From an optimization exercise on the open Yosys and OpenROAD flow, aimed at small area, a short achievable clock period and few clock cycles; shortcuts taken in it are not production practice.
Only simulation tests tie the RTL to the original design; equivalence was not proved.

## arithmetic_encoder_bitstream
module arithmetic_encoder_bitstream
(
   input  wire logic        clock,
   input  wire logic        reset,
   input  wire logic        req_tvalid,
   output logic             req_tready,
   input  wire logic [63:0] req_tdata,    
   input  wire logic [0:0]  req_tuser,    
   output logic             rsp_tvalid,
   input  wire logic        rsp_tready,
   output logic [7:0]       rsp_tdata,    
   output logic             rsp_tlast,
   output logic [1:0]       rsp_tuser,    
   input  wire logic        csr_valid,
   output logic             csr_ready,
   input  wire logic [4:0]  csr_wdata
);
   logic [4:0]  prec_ff;
   logic [4:0]  prec_eff;
   logic        r_valid, r_chn, r_two, r_pop, r_chunk;
   logic [1:0]  r_kind;
   logic [15:0] r_cl, r_ch;
   logic        e_free, d_load, d_carry;
   logic [1:0]  d_type;
   logic [6:0]  d_pos, top;
   logic [30:0] lo;
   assign csr_ready = 1'b1;
   assign prec_eff  = abe_pkg::clamp_prec(prec_ff);
   always_ff @(posedge clock) begin
      if (reset) begin
         prec_ff <= abe_pkg::PREC_RESET;
      end else if (csr_valid) begin
         prec_ff <= csr_wdata;
      end
   end
   abe_front u_front (
      .clock      (clock),
      .reset      (reset),
      .req_tvalid (req_tvalid),
      .req_tready (req_tready),
      .req_tdata  (req_tdata),
      .req_tuser  (req_tuser),
      .prec       (prec_eff),
      .r_valid    (r_valid),
      .r_kind     (r_kind),
      .r_cl       (r_cl),
      .r_ch       (r_ch),
      .r_chn      (r_chn),
      .r_two      (r_two),
      .r_pop      (r_pop),
      .r_chunk    (r_chunk)
   );
   abe_back u_back (
      .clock      (clock),
      .reset      (reset),
      .prec       (prec_eff),
      .r_valid    (r_valid),
      .r_kind     (r_kind),
      .r_cl       (r_cl),
      .r_ch       (r_ch),
      .r_chn      (r_chn),
      .r_two      (r_two),
      .r_pop      (r_pop),
      .r_chunk    (r_chunk),
      .e_free     (e_free),
      .d_load     (d_load),
      .d_type     (d_type),
      .d_pos      (d_pos),
      .d_carry    (d_carry),
      .lo_q       (lo),
      .top_q      (top)
   );
   abe_queue u_queue (
      .clock      (clock),
      .reset      (reset),
      .d_load     (d_load),
      .d_type     (d_type),
      .d_pos      (d_pos),
  ...
Size: ~320 flip-flops, about 89 I/O pins, ~0.066 mm2 of cells after synthesis.
clock: 11.0 ns
lec_check: 0
cap_margin: 20
core_margin: 2
core_utilization: 60
slew_margin: 20
run.sh (not shown) runs the stock make flow with config.mk's settings and CLKGATE_MAP_FILE= SYNTH_SCRIPT=/design/flow/synth_recipe.tcl, a recipe that flattens the netlist after the stock synthesis.
Testbench counts at the start, summed over its fixed seeds: cycles 5,106.
Then changed:
--- a/flow/config.mk
+++ b/flow/config.mk
@@ -7,5 +7,5 @@
 export LEC_CHECK = 0
-export CAP_MARGIN = 20
+export CAP_MARGIN = 5
 export CORE_MARGIN = 2
-export CORE_UTILIZATION = 60
-export SLEW_MARGIN = 20
+export CORE_UTILIZATION = 45
+export SLEW_MARGIN = 5
After rerunning: The changed run finished with timing, DRC and antenna clean. Global-route usage shrinks by 8.9 points. Clock skew drops by 0.023 ns. Worst setup slack is better by 0.075 ns. Synthesized cell count does not change. Clock-buffer cell count falls by 3. Wire length rises by 2.5%. First-iteration DRC count goes down by 22%. Hold slack got worse by 0.0041 ns.

* * *

## rev 12
Starting RTL as in the previous note.
// arithmetic_encoder_bitstream
module arithmetic_encoder_bitstream
(
   input  wire logic        clock,
   input  wire logic        reset,
   input  wire logic        req_tvalid,
   output logic             req_tready,
   input  wire logic [63:0] req_tdata,    
   input  wire logic [0:0]  req_tuser,    
   output logic             rsp_tvalid,
   input  wire logic        rsp_tready,
   output logic [7:0]       rsp_tdata,    
   output logic             rsp_tlast,
   output logic [1:0]       rsp_tuser,    
   input  wire logic        csr_valid,
   output logic             csr_ready,
   input  wire logic [4:0]  csr_wdata
);
Settings: LEC_CHECK=0, CAP_MARGIN=5, CORE_MARGIN=2, CORE_UTILIZATION=45, SLEW_MARGIN=5, TNS_END_PERCENT=5; clock period 11.0 ns.
Testbench counts of rev 12, summed over its fixed seeds: cycles 5,106.
Edits applied to the flow inputs when going from rev 12 to rev 13:
# rev 12
export LEC_CHECK = 0
export CAP_MARGIN = 5
export CORE_MARGIN = 2
export CORE_UTILIZATION = 45
export SLEW_MARGIN = 5
export TNS_END_PERCENT = 5
create_clock -name core_clock -period 11.0 [get_ports {clock}]
# rev 13
export LEC_CHECK = 0
export CAP_MARGIN = 20
export CORE_MARGIN = 2
export CORE_UTILIZATION = 45
export SLEW_MARGIN = 20
create_clock -name core_clock -period 11.0 [get_ports {clock}]
==> run notes <==
- Per the final summary, rev 13 finished and its layout is clean on timing, DRC and antenna.
- Sequential cell area: rev 13 vs rev 12, no meaningful difference
- Compared with rev 12, rev 13 has less setup slack.
- Rev 12 -> rev 13: met2 routed wirelength flat
- Min time the worst path needs with I/O delays and setup across rev 13 and rev 12: rev 12
- Max headroom to the max-slew limit across rev 13 and rev 12: rev 12
- In terms of global-route wire length before repair, rev 12 and rev 13 differ only marginally.
- Cmp rev 13 vs rev 12: arrival time reported for the critical path endpoint higher in rev 13

-- static timing again, ports no longer ideal --
Ports are ideal in the flow. The routed layouts listed here were re-timed in OpenROAD. Step 1, drivers: a clkbuf_16 drives clock and a buf_2 each remaining input, both assumed. Step 2 times the ports against the registers' clock, not the clock port: input delays grow and output delays shrink by t, the midpoint of the rising clock arrivals with the driver on. Three values: ideal, step 1, step 2; two values: the first two.
run	t (ns)	setup slack, ns	worst slew at a driven data input, ns
the first run of note 1	0.691	0.252 / 0.252 / 0.252	0.07
the second run of note 1	0.702	0.328 / 0.328 / 0.328	0.06
rev 12	0.704	0.354 / 0.354 / 0.354	0.06
rev 13	0.704	0.333 / 0.333 / 0.333	0.06
After both steps setup and hold are still met in every run listed.
